This design comes from an exercise in tuning for small area, a short achievable clock period and few clock cycles per item on the open sky130 flow, not from production work.
Only simulation tests tie the RTL to the original design; equivalence was not proved.
No activity file was given, so power comes from the tool's default toggle rates.

Design lfu_cache_hit_detector_core, start of the top module:
module lfu_cache_hit_detector_core #(
    parameter int MAX_ENTRIES = lchd_pkg::MAX_ENTRIES_DFLT
) (
    input  logic                          clk,
    input  logic                          rst_n,
    input  logic                          cfg_we,
    input  logic [lchd_pkg::CAP_W-1:0]    cfg_wdata,
    input  logic                          s_axis_tvalid,
    output logic                          s_axis_tready,
    input  logic [lchd_pkg::KEY_W-1:0]    s_axis_tdata,
    output logic                          m_axis_tvalid,
    input  logic                          m_axis_tready,
    output logic [lchd_pkg::RES_W-1:0]    m_axis_tdata
);
    localparam int N     = MAX_ENTRIES;
    localparam int KW    = lchd_pkg::KEY_W;
    localparam int CW    = lchd_pkg::COUNT_W;
    localparam int TW    = lchd_pkg::TOTAL_W;
    localparam int CAPW  = lchd_pkg::CAP_W;
    localparam int IDX_W = (N > 1) ? $clog2(N) : 1;
    function automatic logic [IDX_W-1:0] lim_idx(input logic [CAPW-1:0] cap);
        if (cap == '0)
            lim_idx = '0;
        else if (cap > CAPW'(N))
            lim_idx = IDX_W'(N-1);
        else
            lim_idx = IDX_W'(cap - CAPW'(1));
    endfunction
    localparam logic [CW-1:0] CNT_ZERO = CW'(1);
    localparam logic [CW-1:0] CNT_LAST = CW'(2);
    function automatic logic [CW-1:0] lfsr_next(input logic [CW-1:0] c);
        lfsr_next = (c >> 1) ^ (c[0] ? 16'hB400 : 16'h0000);
    endfunction
    logic [KW-1:0]    kp_q  [0:N-1];    
  ...
Size: ~4,400 cells after synthesis, ~1,000 flip-flops, about 84 I/O pins.
export LEC_CHECK = 0
export CAP_MARGIN = 20
export CORE_MARGIN = 2
export CORE_UTILIZATION = 65
export CTS_CLUSTER_DIAMETER = 100
export CTS_CLUSTER_SIZE = 24
export SETUP_SLACK_MARGIN = 2.6
export SLEW_MARGIN = 20
create_clock -name core_clock -period 5.0 [get_ports {clk}]
standard.sh (not shown) runs the stock make flow with config.mk's settings and CLKGATE_MAP_FILE= SYNTH_SCRIPT=/design/flow/synth_recipe.tcl, a recipe that flattens the netlist after the stock synthesis.
==> flow/flow/run.sh <==
#!/bin/bash
# Standard ORFS flow, with plain buffers on the ports instead of the
# default pick (a delay buffer).
set -e
export BUFFER_PORTS_ARGS="-buffer_cell sky130_fd_sc_hd__buf_4"
bash standard.sh > standard.log 2>&1
Testbench counts at the start, summed over its fixed seeds: cycles 12,024, items 12,000.
Edit:
SETUP_SLACK_MARGIN = 2.75   (was 2.6)
Cell area rises by 3.8%.
Core utilization rises by 2.8 points.
Routed wire length rises by 2.2%.
Hold slack gets worse by 0.048 ns.
Count of clock-buffer cells in the layout rises by 2.
Die area stays the same.
Maximum frequency rises by 3.3%.
Worst setup slack gets better by 0.076 ns.
Edit:
SETUP_SLACK_MARGIN = 2.6   (was 2.75)
TNS_END_PERCENT = 10   (was not set)
What happened: Design area falls by 5.2%; final cell count drops by 3.7%; worst setup slack is worse by 0.25 ns; utilization shrinks by 3.9 points; non-clock buffer count goes down by 187; clock power shrinks by about 2%; total power drops by 1.3%; clock-buffer cell count does not change; routed wire length fell by 6.8%; global-route usage fell by 2.6 points.
Edit:
CORE_UTILIZATION = 55   (was 65)
TNS_END_PERCENT = not set   (was 10)
=> Wire length is higher by about 8%. Total power grows by about 2.7%. Die area rose by about 18%. Global-route usage is lower by 3.3 points. Combinational power rises by about 8%. Worst setup slack gains 0.13 ns. Final cell count goes up by 5.3%.

* * *

## north
lfu_cache_hit_detector_core again, from the RTL that the note above started with.
Settings: LEC_CHECK=0, CAP_MARGIN=20, CORE_MARGIN=2, CORE_UTILIZATION=55, CTS_CLUSTER_DIAMETER=100, CTS_CLUSTER_SIZE=24, SETUP_SLACK_MARGIN=2.8, SLEW_MARGIN=20; clock period 5.0 ns.
Scripts as last shown in full above: flow/flow/run.sh
Testbench counts of north, summed over its fixed seeds: cycles 12,024, items 12,000.
> inputs changed (north -> south)
--- a/flow/config.mk
+++ b/flow/config.mk
@@ -10 +10 @@
-export CORE_UTILIZATION = 55
+export CORE_UTILIZATION = 75
@@ -13 +13 @@
-export SETUP_SLACK_MARGIN = 2.8
+export SETUP_SLACK_MARGIN = 2.6
Results
Number of non-clock inverters in the layout ends up higher on north.
The run with more setup slack is north; south has less.
Compared with north, south shows clock power lower by about 4%.
For north, the path type of the worst setup path was reg2reg, unlike south, where it was in2reg.
Going from north to south, initial antenna violation count shrank by 2; total of plain and repair buffers excluding clock buffers lost 33%.

==> separate check: timing with driven ports <==
The flow's constraints put no driver on any port. The routed layouts listed below were extracted and timed again, unchanged, in two steps.
Step 1 assumes that a clkbuf_16 drives the clock port and a buf_2 every other input.
Step 2, shift: input delay + t, output delay - t, t = (earliest + latest rising clock arrival at the registers) / 2. This alone moves slack from input paths to output paths.
Three values: ideal, step 1, step 2; two values: the first two.
run	t, ns	setup slack, ns	worst hold slack (ns)	pins driven straight from the clock port
the first run of note 1	0.728	2.583 / 2.583 / 1.961	0.388 / 0.346 / 0.473	1
the second run of note 1	0.731	2.659 / 2.602 / 2.051	0.340 / 0.304 / 0.470	1
the third run of note 1	0.724	2.405 / 2.405 / 1.781	0.454 / 0.430 / 0.454	1
the fourth run of note 1	0.768	2.535 / 2.535 / 1.926	0.238 / 0.188 / 0.475	1
north	0.769	2.578 / 2.560 / 2.002	0.371 / 0.322 / 0.476	1
south	0.729	2.471 / 2.502 / 1.773	0.478 / 0.449 / 0.478	1
After both steps setup and hold are still met in every run listed. The setup slack of south, which loses most, moves by +0.031 ns with the drivers and by -0.698 ns with both steps.
